Context: an optimization exercise on an open-source flow, tuned for small area. The choices shown serve that exercise and are no tape-out recipe.
Only simulation tests tie the RTL to the original design; equivalence was not proved.
Power is estimated from default activity; no workload was simulated.

==> design/flow/design.v <==
package matrix_io_pkg;
    typedef logic [7:0] elem_t;       
    typedef logic [2:0] dim_t;        
    typedef logic [1:0] slot_t;       
    typedef logic [4:0] elem_idx_t;   
    typedef enum logic [1:0] {
        rx_get_rows,
        rx_get_cols,
        rx_get_data,
        rx_config
    } rx_state_t;
    typedef enum logic [3:0] {
        tx_idle,
        tx_load,
        tx_hundreds, tx_wait_hundreds,
        tx_tens,     tx_wait_tens,
        tx_units,    tx_wait_units,
        tx_space,    tx_wait_space,
        tx_cr,       tx_wait_cr,
        tx_lf,       tx_wait_lf
    } tx_state_t;
    localparam elem_t ascii_zero  = 8'h30;
    localparam elem_t ascii_space = 8'h20;
    localparam elem_t ascii_cr    = 8'h0d;
    localparam elem_t ascii_lf    = 8'h0a;
endpackage
`timescale 1ns/10ps
module ascii_num_parser (
    input  logic                 clk,
    input  logic                 rst_n,
    input  matrix_io_pkg::elem_t rx_data,
    input  logic                 rx_done,
    output matrix_io_pkg::elem_t num_value,
    output logic                 num_valid
);
    matrix_io_pkg::elem_t digit_off;
    logic                 is_digit;
    logic                 is_delim;
    logic                 in_number;    
    assign digit_off = rx_data - matrix_io_pkg::ascii_zero;
    assign is_digit  = (digit_off < 8'd10);
    assign is_delim  = (rx_data == matrix_io_pkg::ascii_space) ||
                       (rx_data == matrix_io_pkg::ascii_cr)    ||
                       (rx_data == matrix_io_pkg::ascii_lf);
    always_ff @(posedge clk or negedge rst_n) begin
        if (!rst_n) begin
            num_value <= '0;
            num_valid <= 1'b0;
            in_number <= 1'b0;
        end else begin
            num_valid <= 1'b0;    
            if (rx_done) begin
                if (is_digit) begin
                    in_number <= 1'b1;
                    if (in_number)
                        num_value <= num_value * 8'd10 + digit_off;   
                    else
                        num_value <= digit_off;                       
                end else if (is_delim && in_number) begin
                    num_valid <= 1'b1;
                    in_number <= 1'b0;
                end
            end
        end
    end
endmodule
`timescale 1ns/10ps
module matrix_store #(
    parameter int max_slots = 4,
    parameter int max_dim   = 5
) (
    input  logic                     clk,
    input  logic                     rst_n,
    input  matrix_io_pkg::elem_t     num_value,
    input  logic                     num_valid,
    input  logic                     config_en,
    input  matrix_io_pkg::slot_t     rd_slot,
    input  matrix_io_pkg::elem_idx_t rd_idx,
    output matrix_io_pkg::elem_t     rd_elem,
    output matrix_io_pkg::dim_t      rd_rows,
    output matrix_io_pkg::dim_t      rd_cols,
    output logic [3:0]               slot_valid
);
    localparam int depth       = max_dim * max_dim;
    localparam int default_cnt = (max_slots < 2) ? max_slots : 2;
    matrix_io_pkg::elem_t slot_mem  [max_slots][depth];
    matrix_io_pkg::dim_t  slot_rows [max_slots];
    matrix_io_pkg::dim_t  slot_cols [max_slots];
    matrix_io_pkg::rx_state_t rx_state;
    matrix_io_pkg::slot_t     wr_ptr;
    logic [2:0]               slot_cnt;     
    matrix_io_pkg::dim_t      cur_rows;
    matrix_io_pkg::dim_t      cur_cols;
    matrix_io_pkg::elem_idx_t data_cnt;
    matrix_io_pkg::elem_idx_t last_idx;
    logic                     dim_ok;
    logic                     wr_en;
    logic                     last_elem;
    assign dim_ok    = (num_value >= 8'd1) && (num_value <= 8'(max_dim));
    assign last_idx  = matrix_io_pkg::elem_idx_t'(cur_rows) *
                       matrix_io_pkg::elem_idx_t'(cur_cols) - 5'd1;
    assign wr_en     = num_valid && !config_en && (rx_state == matrix_io_pkg::rx_get_data);
    assign last_elem = wr_en && (data_cnt == last_idx);
    always_ff @(posedge clk) begin
        if (wr_en)
            slot_mem[wr_ptr][data_cnt] <= num_value;
        if (last_elem) begin
            slot_rows[wr_ptr] <= cur_rows;    
            slot_cols[wr_ptr] <= cur_cols;
        end
    end
    assign rd_elem = slot_mem[rd_slot][rd_idx];
    assign rd_rows = slot_rows[rd_slot];
    assign rd_cols = slot_cols[rd_slot];
    always_ff @(posedge clk or negedge rst_n) begin
        if (!rst_n) begin
            rx_state   <= matrix_io_pkg::rx_get_rows;
            wr_ptr     <= '0;
            slot_cnt   <= 3'(default_cnt);
            slot_valid <= '0;
            cur_rows   <= '0;
            cur_cols   <= '0;
            data_cnt   <= '0;
        end else if (config_en && rx_state != matrix_io_pkg::rx_config) begin
            rx_state <= matrix_io_pkg::rx_config;    
        end else if (!config_en && rx_state == matrix_io_pkg::rx_config) begin
            rx_state <= matrix_io_pkg::rx_get_rows;
        end else if (num_valid) begin
            case (rx_state)
                matrix_io_pkg::rx_get_rows: begin
                    cur_rows <= matrix_io_pkg::dim_t'(num_value);
                    if (dim_ok)
                        rx_state <= matrix_io_pkg::rx_get_cols;
                end
                matrix_io_pkg::rx_get_cols: begin
                    cur_cols <= matrix_io_pkg::dim_t'(num_value);
                    data_cnt <= '0;
                    rx_state <= dim_ok ? matrix_io_pkg::rx_get_data
                                       : matrix_io_pkg::rx_get_rows;
                end
                matrix_io_pkg::rx_get_data: begin
                    if (last_elem) begin
                        slot_valid[wr_ptr] <= 1'b1;
                        if ({1'b0, wr_ptr} >= slot_cnt - 3'd1)
                            wr_ptr <= '0;            
                        else
                            wr_ptr <= wr_ptr + 2'd1;
                        rx_state <= matrix_io_pkg::rx_get_rows;
                    end else begin
                        data_cnt <= data_cnt + 5'd1;
                    end
                end
                matrix_io_pkg::rx_config: begin
                    if (num_value == 8'd0)
                        slot_cnt <= 3'd1;
                    else if (num_value > 8'(max_slots))
                        slot_cnt <= 3'(max_slots);
                    else
                        slot_cnt <= num_value[2:0];
                    wr_ptr     <= '0;
                    slot_valid <= '0;    
                end
                default: rx_state <= matrix_io_pkg::rx_get_rows;
            endcase
        end
    end
endmodule
`timescale 1ns/10ps
module matrix_printer #(
    parameter int max_slots = 4
) (
    input  logic                     clk,
    input  logic                     rst_n,
    input  logic                     print_trigger,
    input  logic [3:0]               sw_select,
    input  logic [3:0]               slot_valid,
    input  matrix_io_pkg::elem_t     rd_elem,
    input  matrix_io_pkg::dim_t      rd_rows,
    input  matrix_io_pkg::dim_t      rd_cols,
    output matrix_io_pkg::slot_t     rd_slot,
    output matrix_io_pkg::elem_idx_t rd_idx,
    output matrix_io_pkg::elem_t     tx_data,
    output logic                     tx_start,
    input  logic                     tx_busy
);
    logic trig_meta, trig_sync, trig_prev;
    logic trig_edge;
    always_ff @(posedge clk or negedge rst_n) begin
        if (!rst_n) begin
            trig_meta <= 1'b0;
            trig_sync <= 1'b0;
            trig_prev <= 1'b0;
        end else begin
            trig_meta <= print_trigger;
            trig_sync <= trig_meta;
            trig_prev <= trig_sync;
        end
    end
    assign trig_edge = trig_sync & ~trig_prev;
    matrix_io_pkg::slot_t sel_slot;
    logic                 sel_found;
    always_comb begin
        sel_slot  = '0;
        sel_found = 1'b0;
        for (int i = 3; i >= 0; i--) begin
            if (i < max_slots && sw_select[i] && slot_valid[i]) begin
                sel_slot  = matrix_io_pkg::slot_t'(i);
                sel_found = 1'b1;
            end
        end
    end
    matrix_io_pkg::elem_t hund_c, tens_c, unit_c;
    assign hund_c = rd_elem / 8'd100;
    assign tens_c = (rd_elem % 8'd100) / 8'd10;
    assign unit_c = rd_elem % 8'd10;
    matrix_io_pkg::tx_state_t tx_state;
    matrix_io_pkg::dim_t      out_rows, out_cols;
    matrix_io_pkg::dim_t      row_cnt, col_cnt;
    logic [3:0]               digit_h, digit_t, digit_u;
    logic                     skip_h, skip_t;
    logic                     char_done;
    assign char_done = !tx_busy && !tx_start;
    always_ff @(posedge clk or negedge rst_n) begin
        if (!rst_n) begin
            tx_state <= matrix_io_pkg::tx_idle;
            tx_start <= 1'b0;
            tx_data  <= '0;
            rd_slot  <= '0;
            rd_idx   <= '0;
            row_cnt  <= '0;
            col_cnt  <= '0;
            out_rows <= '0;
            out_cols <= '0;
            digit_h  <= '0;
            digit_t  <= '0;
            digit_u  <= '0;
            skip_h   <= 1'b0;
            skip_t   <= 1'b0;
        end else begin
            tx_start <= 1'b0;
            case (tx_state)
                matrix_io_pkg::tx_idle: if (trig_edge && sel_found) begin
                    rd_slot  <= sel_slot;
                    rd_idx   <= '0;
                    row_cnt  <= '0;
                    col_cnt  <= '0;
                    tx_state <= matrix_io_pkg::tx_load;
                end
                matrix_io_pkg::tx_load: begin
                    if (rd_idx == '0) begin
                        out_rows <= rd_rows;    
                        out_cols <= rd_cols;
                    end
                    digit_h  <= hund_c[3:0];
                    digit_t  <= tens_c[3:0];
                    digit_u  <= unit_c[3:0];
                    skip_h   <= (rd_elem < 8'd100);
                    skip_t   <= (rd_elem < 8'd10);
                    tx_state <= matrix_io_pkg::tx_hundreds;
                end
                matrix_io_pkg::tx_hundreds: begin
                    if (skip_h) begin
                        tx_state <= matrix_io_pkg::tx_tens;
                    end else begin
                        tx_data  <= matrix_io_pkg::ascii_zero + {4'd0, digit_h};
                        tx_start <= 1'b1;
                        tx_state <= matrix_io_pkg::tx_wait_hundreds;
                    end
                end
                matrix_io_pkg::tx_wait_hundreds:
                    if (char_done) tx_state <= matrix_io_pkg::tx_tens;
                matrix_io_pkg::tx_tens: begin
                    if (skip_t) begin
                        tx_state <= matrix_io_pkg::tx_units;
                    end else begin
                        tx_data  <= matrix_io_pkg::ascii_zero + {4'd0, digit_t};
                        tx_start <= 1'b1;
                        tx_state <= matrix_io_pkg::tx_wait_tens;
                    end
                end
                matrix_io_pkg::tx_wait_tens:
                    if (char_done) tx_state <= matrix_io_pkg::tx_units;
                matrix_io_pkg::tx_units: begin    
                    tx_data  <= matrix_io_pkg::ascii_zero + {4'd0, digit_u};
                    tx_start <= 1'b1;
                    tx_state <= matrix_io_pkg::tx_wait_units;
                end
                matrix_io_pkg::tx_wait_units:
                    if (char_done) tx_state <= matrix_io_pkg::tx_space;
                matrix_io_pkg::tx_space: begin
                    tx_data  <= matrix_io_pkg::ascii_space;
                    tx_start <= 1'b1;
                    tx_state <= matrix_io_pkg::tx_wait_space;
                end
                matrix_io_pkg::tx_wait_space: if (char_done) begin
                    if (col_cnt == out_cols - 3'd1) begin
                        tx_state <= matrix_io_pkg::tx_cr;    
                    end else begin
                        col_cnt  <= col_cnt + 3'd1;
                        rd_idx   <= rd_idx + 5'd1;
                        tx_state <= matrix_io_pkg::tx_load;
                    end
                end
                matrix_io_pkg::tx_cr: begin
                    tx_data  <= matrix_io_pkg::ascii_cr;
                    tx_start <= 1'b1;
                    tx_state <= matrix_io_pkg::tx_wait_cr;
                end
                matrix_io_pkg::tx_wait_cr:
                    if (char_done) tx_state <= matrix_io_pkg::tx_lf;
                matrix_io_pkg::tx_lf: begin
                    tx_data  <= matrix_io_pkg::ascii_lf;
                    tx_start <= 1'b1;
                    tx_state <= matrix_io_pkg::tx_wait_lf;
                end
                matrix_io_pkg::tx_wait_lf: if (char_done) begin
                    if (row_cnt == out_rows - 3'd1) begin
                        tx_state <= matrix_io_pkg::tx_idle;    
                    end else begin
                        row_cnt  <= row_cnt + 3'd1;
                        col_cnt  <= '0;
                        rd_idx   <= rd_idx + 5'd1;
                        tx_state <= matrix_io_pkg::tx_load;
                    end
                end
                default: tx_state <= matrix_io_pkg::tx_idle;
            endcase
        end
    end
endmodule
`timescale 1ns/10ps
module matrix_io_top #(
    parameter int max_slots = 4,
    parameter int max_dim   = 5
) (
    input  logic                 clk,
    input  logic                 rst_n,
    input  matrix_io_pkg::elem_t rx_data,
    input  logic                 rx_done,
    input  logic                 config_en,
    input  logic                 print_trigger,
    input  logic [3:0]           sw_select,
    input  logic                 tx_busy,
    output matrix_io_pkg::elem_t tx_data,
    output logic                 tx_start,
    output logic [3:0]           slot_valid
);
    matrix_io_pkg::elem_t     num_value;
    logic                     num_valid;
    matrix_io_pkg::slot_t     rd_slot;
    matrix_io_pkg::elem_idx_t rd_idx;
    matrix_io_pkg::elem_t     rd_elem;
    matrix_io_pkg::dim_t      rd_rows, rd_cols;
    ascii_num_parser u_parser (
        .clk       (clk),
        .rst_n     (rst_n),
        .rx_data   (rx_data),
        .rx_done   (rx_done),
        .num_value (num_value),
        .num_valid (num_valid)
    );
    matrix_store #(
        .max_slots (max_slots),
        .max_dim   (max_dim)
    ) u_store (
        .clk        (clk),
        .rst_n      (rst_n),
        .num_value  (num_value),
        .num_valid  (num_valid),
        .config_en  (config_en),
        .rd_slot    (rd_slot),
        .rd_idx     (rd_idx),
        .rd_elem    (rd_elem),
        .rd_rows    (rd_rows),
        .rd_cols    (rd_cols),
        .slot_valid (slot_valid)
    );
    matrix_printer #(
        .max_slots (max_slots)
    ) u_printer (
        .clk           (clk),
        .rst_n         (rst_n),
        .print_trigger (print_trigger),
        .sw_select     (sw_select),
        .slot_valid    (slot_valid),
        .rd_elem       (rd_elem),
        .rd_rows       (rd_rows),
        .rd_cols       (rd_cols),
        .rd_slot       (rd_slot),
        .rd_idx        (rd_idx),
        .tx_data       (tx_data),
        .tx_start      (tx_start),
        .tx_busy       (tx_busy)
    );
endmodule
==> design/flow/run.sh <==
#!/bin/bash
# synth_recipe.tcl (not shown) runs the flow's synth.tcl, then flattens the netlist and writes it again
# the make line also repeats each setting of config.mk as NAME=value (left out here)
make -C /OpenROAD-flow-scripts/flow DESIGN_CONFIG=/design/flow/config.mk WORK_HOME=/design/flow/orfs CLKGATE_MAP_FILE= SYNTH_SCRIPT=/design/flow/synth_recipe.tcl finish
==> design/flow/config.mk <==
export PLATFORM = sky130hd
export DESIGN_NAME = matrix_io_top
export DESIGN_NICKNAME = matrix_io_top
export VERILOG_FILES = /design/flow/design.v
export SDC_FILE = /design/flow/constraint.sdc
export NUM_CORES = 4
export LEC_CHECK = 0
export CAP_MARGIN = 20
export CORE_MARGIN = 2
export CORE_UTILIZATION = 40
export SLEW_MARGIN = 20
==> design/flow/constraint.sdc <==
create_clock -name core_clock -period 10.0 [get_ports {clk}]
set_input_delay 2.0000 -clock core_clock [delete_from_list [all_inputs] [get_ports {clk}]]
set_output_delay 2.0000 -clock core_clock [all_outputs]
set_load 0.01 [all_outputs]
==> results of run 1 <==
-- cells in the mapped netlist, drive strengths merged (12+ instances only) --
cell | instances | share of area [%]
edfxtp | 824 | 64
mux4 | 222 | 13
nand2 | 171 | 1.7
nor2 | 166 | 1.6
buf | 76 | 1.5
dfrtp | 76 | 4.9
ha | 61 | 2.0
o21ai | 61 | 0.80
mux2i | 43 | 1.1
a21oi | 42 | 0.58
clkbuf | 42 | 0.41
inv | 42 | 0.41
nand3 | 41 | 0.53
nand4 | 34 | 0.55
nor3 | 33 | 0.43
xnor2 | 31 | 0.70
mux2 | 16 | 0.47
o211ai | 16 | 0.34
and2 | 15 | 0.24
a21o | 14 | 0.28
nor2b | 14 | 0.23
xor2 | 13 | 0.31
a31oi | 12 | 0.19
-- metal layers --
layer | up-vias | share of wire, %
met1 | 10942 | 42
met5 | - | 0
met3 | 143 | 7.5
li1 | 8929 | -
met2 | 819 | 48
met4 | 0 | 2.4
-- through the flow --
step / std cells / power [W]
floorplan: 2216 / 0.00946
global placement: 3428 / 0.0111
detailed placement: 3428 / 0.0112
CTS: 3601 / 0.0147
global route: 3602 / 0.0154
finish: 3602 / 0.0147
-- power groups by stage --
| stage | combinational (W) | sequential [W] | clock, W |
|---|---|---|---|
| after floorplan | 0.00447 | 0.00499 | 0 |
| after global placement | 0.00611 | 0.00494 | 0 |
| after detailed placement | 0.00622 | 0.00496 | 0 |
| after CTS | 0.00624 | 0.00488 | 0.00362 |
| after global routing | 0.00673 | 0.00490 | 0.00377 |
| final | 0.00631 | 0.00487 | 0.00357 |
-- final timing paths --
path                                          to  slack (ns)  cells after the start
setup / recovery            u_printer.digit_u[2]        3.46                     13
hold / removal               u_printer.trig_sync        0.35                      0
setup reg to reg            u_printer.digit_u[2]        3.46                     13
hold reg to reg              u_printer.trig_sync        0.35                      0
max in group asynchronous  u_parser.num_value[7]        8.03                      1
min in group asynchronous   u_printer.row_cnt[1]        1.40                      1
-- area by class of cell --
cell class,instances,area share (%)
clock inverters,64,1.70
well taps,1265,3.66
flip-flops and latches,901,61.7
repair buffers,66,1.41
inverters,43,0.373
clock buffers,109,5.56
multi-input cells,1154,25.6
-- kinds of logic after synthesis --
kind of cell	count (synthesis)	synth area share (%)
adders and majority gates	69	2.39
muxes	281	14.7
buffers and inverters	161	2.37
xor gates and xnor gates	44	1.02
DFF	901	69.1
AOI/OAI and AO/OA	238	4.31
other	1	0.00971
and+or+nand+nor	520	6.14
-- registers in the layout, summed over array words and instances (netlist names), 5 cells and up --
signal	flops
u_store.slot_cols	12
u_parser.num_value	8
u_store.slot_mem	800
u_printer.tx_data	6
u_printer.rd_idx	5
u_store.data_cnt	5
u_store.slot_rows	12
-- worst max-delay path: stages (launching register included) --
cell,delay (ns)
dfrtp_1,0.58
ha_4,0.90
buf_4,0.84
mux4_1,0.65
and2_1,0.17
a2111oi_0,0.62
or4_1,0.23
nand4_1,0.72
o21ai_1,0.50
nor3_1,0.09
a311o_1,0.33
o311a_2,0.45
o221ai_1,0.20
o211ai_2,0.11
==> run notes, run 1 <==
setup_tns 0 ns; Final setup viols 0; final hold vios 0; fin util a little under half; largest net degree at the start of global routing 99; 1st-pass router iterations 6; first-pass GRT wire length 138000 µm; Worst EP required 10.52 ns; top_reg_cell synth edfxtp_1; Slew HR 22.7%; Initial Util 40.5%; kind of critical path reg -> reg; clock group share of total power 24.2%; met1 GRT Util 26.4%; final WL a little over 90000 µm; share of cells above drive strength 1 a little under a fifth; switching portion of total power approximately two fifths; Worst-Margin Slew 1.16 ns; die height 315 µm; hold crit path type reg -> reg; Post-synth ARST share 8.55%; clk slew on worst S/H paths 0.06 ns; cell area after layout 43300 µm²; Critical Path Fanout Max 45; Seq pwr share about a third; Hold WS 0.353 ns; sequential area share after synthesis between 60 and 70%; Peak VDD IR around 0.00037 V; met2 Usage GRT 29.6%; #FFs+latches synth 901; Mean Syn Cell Area 17.4 µm²; num ports 31; internal power 0.00914 W; vias per cell 5.78; reg2reg start u_printer.rd_slot[0]; Slew Viols, Final 0; f_max 153 MHz; Synth Instances between 2000 and 2500; Worst EP arrival 7.06 ns; antenna cells 0; gr ovfl total 0; area of the multi-input gates 11100 µm²; vias in the first global route 20991; clock sink count 901; commonest non-fill, non-tap cells in the layout edfxtp_1 (824), mux4_2 (209), nand2_1 (170), nor2_1 (164), clkbuf_16 (94); DR iter-0 viols 2251; maximum clock path buffer count 3; synth-to-layout area growth 12.1%; yosys warns 3; TritonCTS clock tree done; setup ws final approximately 3.5 ns; EDFF count, synth 824; initial antenna violation count 1; clock latency (worst-skew pair) 0.67 ns; Nets 2346; Cell Area, Placed 40100 µm²; Hold Crit Start u_printer.trig_meta; CP Launch Point u_printer.rd_slot[0]; Setup Fix Bufs, Post-CTS 0; count of different cell masters after synthesis between 90 and 100; Leak approximately 14 nW; post-DP HPWL 56000 µm; wire per inst 25.5 µm; setup skew after layout 0.0274 ns; Post-Syn Area 38600 µm²; max cap viols 0; DRC Markers 0; core area 95300 µm²; FP Rows 113; Tcrit/Tclk final 65.4%; Startpoint Class flop; Die X 315 µm; most common cell after layout, fill and taps aside edfxtp_1; M3 GR Usage approximately 3.3%; Antenna Nets Post-Route 0; fill count 8189; Worst setup EP type flop; Root Driver clkbuf_16; Tot GR Track Use 18.6%; placer congestion estimate 0.860; GRT busiest layer met2; hold buffers post-CTS 0; Comb power frac 42.8%; PwrDens approximately 340 nW/µm²; Num CTS Buffers 93; switching component of the power 0.00561 W; Die ar. 99000 µm²; RSZ-0062 raised after global routing false; outcome finished clean; DP Worst Slack 3.51 ns; H-tree depth 3; Final min period 6.54 ns; Reg area 26700 µm²; port buffer count 28; PostCTS Resize Cnt 0; via count 20833
==> run 2: changes to the inputs <==
--- a/design/flow/config.mk
+++ b/design/flow/config.mk
@@ -8,4 +8,5 @@
 export CAP_MARGIN = 20
 export CORE_MARGIN = 2
-export CORE_UTILIZATION = 40
+export CORE_UTILIZATION = 65
+export PLACE_DENSITY = 0.75
 export SLEW_MARGIN = 20
==> run 2 against run 1 <==
  * Still clean
  * Synthesized cell count did not move
  * First-iteration DRC count is 2.1% higher
  * Cell area down 1.9%
  * Flip-flop and latch count unchanged
  * Global-route usage increased by 11 points
  * Via count is 0.18% higher
  * Routed wire length is 5.0% lower
  * Sequential power is 1% lower
  * Area after synthesis is the same
  * Critical path depth grew 2
  * Combinational power hardly changed
  * Critical path type unchanged
  * Critical endpoint is now u_printer.digit_u[1]
==> run notes, run 2 <==
die height 248 µm (-21%); count leader, synth edfxtp_1; commonest non-fill, non-tap cells in the layout edfxtp_1 (824), mux4_2 (209), nand2_1 (170), nor2_1 (164), clkbuf_16 (96); wire per inst 28.2 µm (+11%); Slew HR 21.4% (-1.3 points); Yosys top cell area share 64.1% (unchanged); hold crit path type reg -> reg; Tot Pwr 0.0144 W (-2.2%); Regs by FF count u_store.slot_mem x800, u_store.slot_cols x12, u_store.slot_rows x12; hold buffers post-CTS 0 (unchanged); Synth Instances 2215 (unchanged); final WL 87200 µm (-5.0%); cell area after layout 42500 µm² (-1.9%); final hold vios 0 (unchanged); Startpoint Class flop; DR iter-0 viols 2299 (+2.1%); Leak 14.2 nW (-0.74%); Slew Viols, Final 0 (unchanged); setup_tns 0 ns (unchanged); Worst-Margin Slew 1.18 ns (+0.0173 ns); Post-synth ARST share 8.55% (unchanged); 1st-pass router iterations 6 (unchanged); Tcrit/Tclk final 63.8% (-1.5 points); Worst EP required 10.50 ns (-0.02 ns); Setup Fix Bufs, Post-CTS 0 (unchanged); Die ar. 61400 µm² (-38%); port buffer count 28 (unchanged); PwrDens 340 nW/µm² (-0.27%); most frequent cells after synthesis edfxtp_1 (824), mux4_2 (209), nand2_1 (170); most common cell after layout, fill and taps aside edfxtp_1; Final setup viols 0 (unchanged); share of cells above drive strength 1 18.4% (-0.52 points); initial antenna violation count 0 (-1); Worst EP arrival 6.89 ns (-0.17 ns); max reg flops 800 (unchanged); max cap viols 0 (unchanged); outcome finished clean; top_reg_cell synth edfxtp_1; Root Driver clkbuf_16; FP Rows 89 (-21%); via count 20871 (+0.18%); Synth area leader edfxtp_1; Critical Path Fanout Max 42 (-6.7%); Cell Area, Placed 39400 µm² (-1.6%); non-filler instance count after layout 3094 (-14%); Post-Syn Area 38600 µm² (unchanged); DRC Markers 0 (unchanged); TritonCTS clock tree done; placer congestion estimate 0.834 (-3.1%); yosys warns 3 (unchanged); Mean Syn Cell Area 17.4 µm² (unchanged); clk slew on worst S/H paths 0.06 ns (about the same); Tot GR Track Use 29.4% (+11 points); kind of critical path reg -> reg; top cells by area, synth edfxtp_1 (64%), mux4_2 (12%), dfrtp_1 (4.9%), ha_1 (2.0%), nand2_1 (1.7%); EDFF count, synth 824 (unchanged); setup skew after layout 0.0260 ns (-0.00143 ns); synth-to-layout area growth 9.98%; largest net degree at the start of global routing 106 (+7.1%); Hold WS 0.353 ns (+0.000694 ns); post-placement cell count 2928 (-15%); post-DP HPWL 52100 µm (-7.0%); #FFs+latches synth 901 (unchanged); f_max 157 MHz (+2.4%); sequential area share after synthesis 69.1% (unchanged); clock sink count 901 (unchanged); antenna cells 0 (unchanged); Num CTS Buffers 90 (-3.2%); Initial Util 65.5% (+25 points); H-tree depth 3 (unchanged); clock latency (worst-skew pair) 0.65 ns (-0.02 ns); vias per cell 6.75 (+17%); gr ovfl total 0 (unchanged); Die X 248 µm (-21%); core area 58900 µm² (-38%); Nets 2337 (-0.38%); Largest Register u_store.slot_mem; num ports 31 (unchanged); vias in the first global route 21128 (+0.65%); Worst setup EP type flop; PostCTS Resize Cnt 0 (unchanged); count of different cell masters after synthesis 95 (unchanged); maximum clock path buffer count 3 (unchanged); RSZ-0062 raised after global routing false; first-pass GRT wire length 132000 µm (-4.2%); Antenna Nets Post-Route 0 (unchanged); Peak VDD IR 0.000284 V (-24%); Final min period 6.38 ns (-0.151 ns)
==> run 2: per-layer routing <==
layer,wire (µm),vias up,global-route usage (%)
met1,34800,10729,42.4
met4,2690,0,9.72
met3,7710,167,5.81
met5,0,-,0
met2,42000,1068,46.0
li1,-,8907,-
==> run 2: worst paths after layout <==
check / start / end / slack (ns) / depth (start not counted)
max: u_printer.rd_slot[1] / u_printer.digit_u[1] / 3.62 / 15
min: u_printer.trig_meta / u_printer.trig_sync / 0.35 / 0
max reg2reg: u_printer.rd_slot[1] / u_printer.digit_u[1] / 3.62 / 15
min reg2reg: u_printer.trig_meta / u_printer.trig_sync / 0.35 / 0
max in group asynchronous: rst_n / u_parser.num_value[5] / 7.64 / 2
min in group asynchronous: rst_n / u_printer.tx_data[2] / 1.22 / 1
==> run 2: cell families (layout without fill, tap and decap cells) <==
| group | after synthesis | count (layout) | share of synthesized area [%] |
|---|---|---|---|
| adders and majority gates | 69 | 69 | 2.39 |
| and+or+nand+nor | 520 | 520 | 6.14 |
| DFF | 901 | 901 | 69.1 |
| other | 1 | 2 | 0.00971 |
| xor gates and xnor gates | 44 | 44 | 1.02 |
| buffers and inverters | 161 | 266 | 2.37 |
| AOI/OAI and AO/OA | 238 | 238 | 4.31 |
| muxes | 281 | 281 | 14.7 |
==> run 2: per-stage QoR <==
stage	worst slack (ns)	util, %
floorplan	5.15	-
global placement	3.81	66.9
detailed placement	3.76	67.0
CTS	3.68	71.9
global route	3.26	72.1
finish	3.62	72.1
==> run 2: power by group <==
group	total, W	switching (W)	internal (W)
clock	0.00333	0.00140	0.00193
combinational	0.00630	0.00386	0.00244
sequential	0.00480	0.000171	0.00463
total	0.0144	0.00544	0.00899
==> run 2: final cells by class <==
type                    instances  area, µm²
inverters                      43        161
repair buffers                 60        619
clock inverters                43        408
multi-input cells            1154      11100
well taps                     773        967
fillers                      3451      16500
flip-flops and latches        901      26700
clock buffers                 120       2510
==> run 2: worst max-delay path, stage by stage, from the launching register on <==
cell      delay, ns
dfrtp_1        0.61
ha_1           0.34
ha_4           0.19
fa_2           0.42
xor2_4         0.18
buf_4          0.52
buf_4          0.57
mux4_2         0.57
nor3_1         0.13
or4_1          0.22
nand4_1        0.77
nor3_1         0.88
a311o_1        0.32
a211oi_2       0.07
a211oi_1       0.29
a21oi_1        0.13

[static timing again, ports no longer ideal]
The results above use ideal ports. As a check the final layouts listed here were re-extracted and re-timed, cells and wires unchanged.
Step 1: set_driving_cell puts a clkbuf_16 on clk and a buf_2 on each other input, an assumption about the parent block.
Step 2 also shifts input and output timing later by t, the mid clock arrival at the registers, as if the neighbouring blocks saw the same clock.
Slacks: ideal / step 1 / step 2; pairs: ideal / step 1.
run | shift t [ns] | slack for setup (ns) | worst setup path after step 2 | clock arrival spread, ns | slew at the worst register clock pin (ns)
run 1 | 0.720 | 3.464 / 3.464 / 3.464 | register to register | 0.028 / 0.027 | 0.07 / 0.07
run 2 | 0.700 | 3.615 / 3.615 / 3.615 | register to register | 0.026 / 0.026 | 0.06 / 0.06
After both steps every run listed still meets setup and hold.
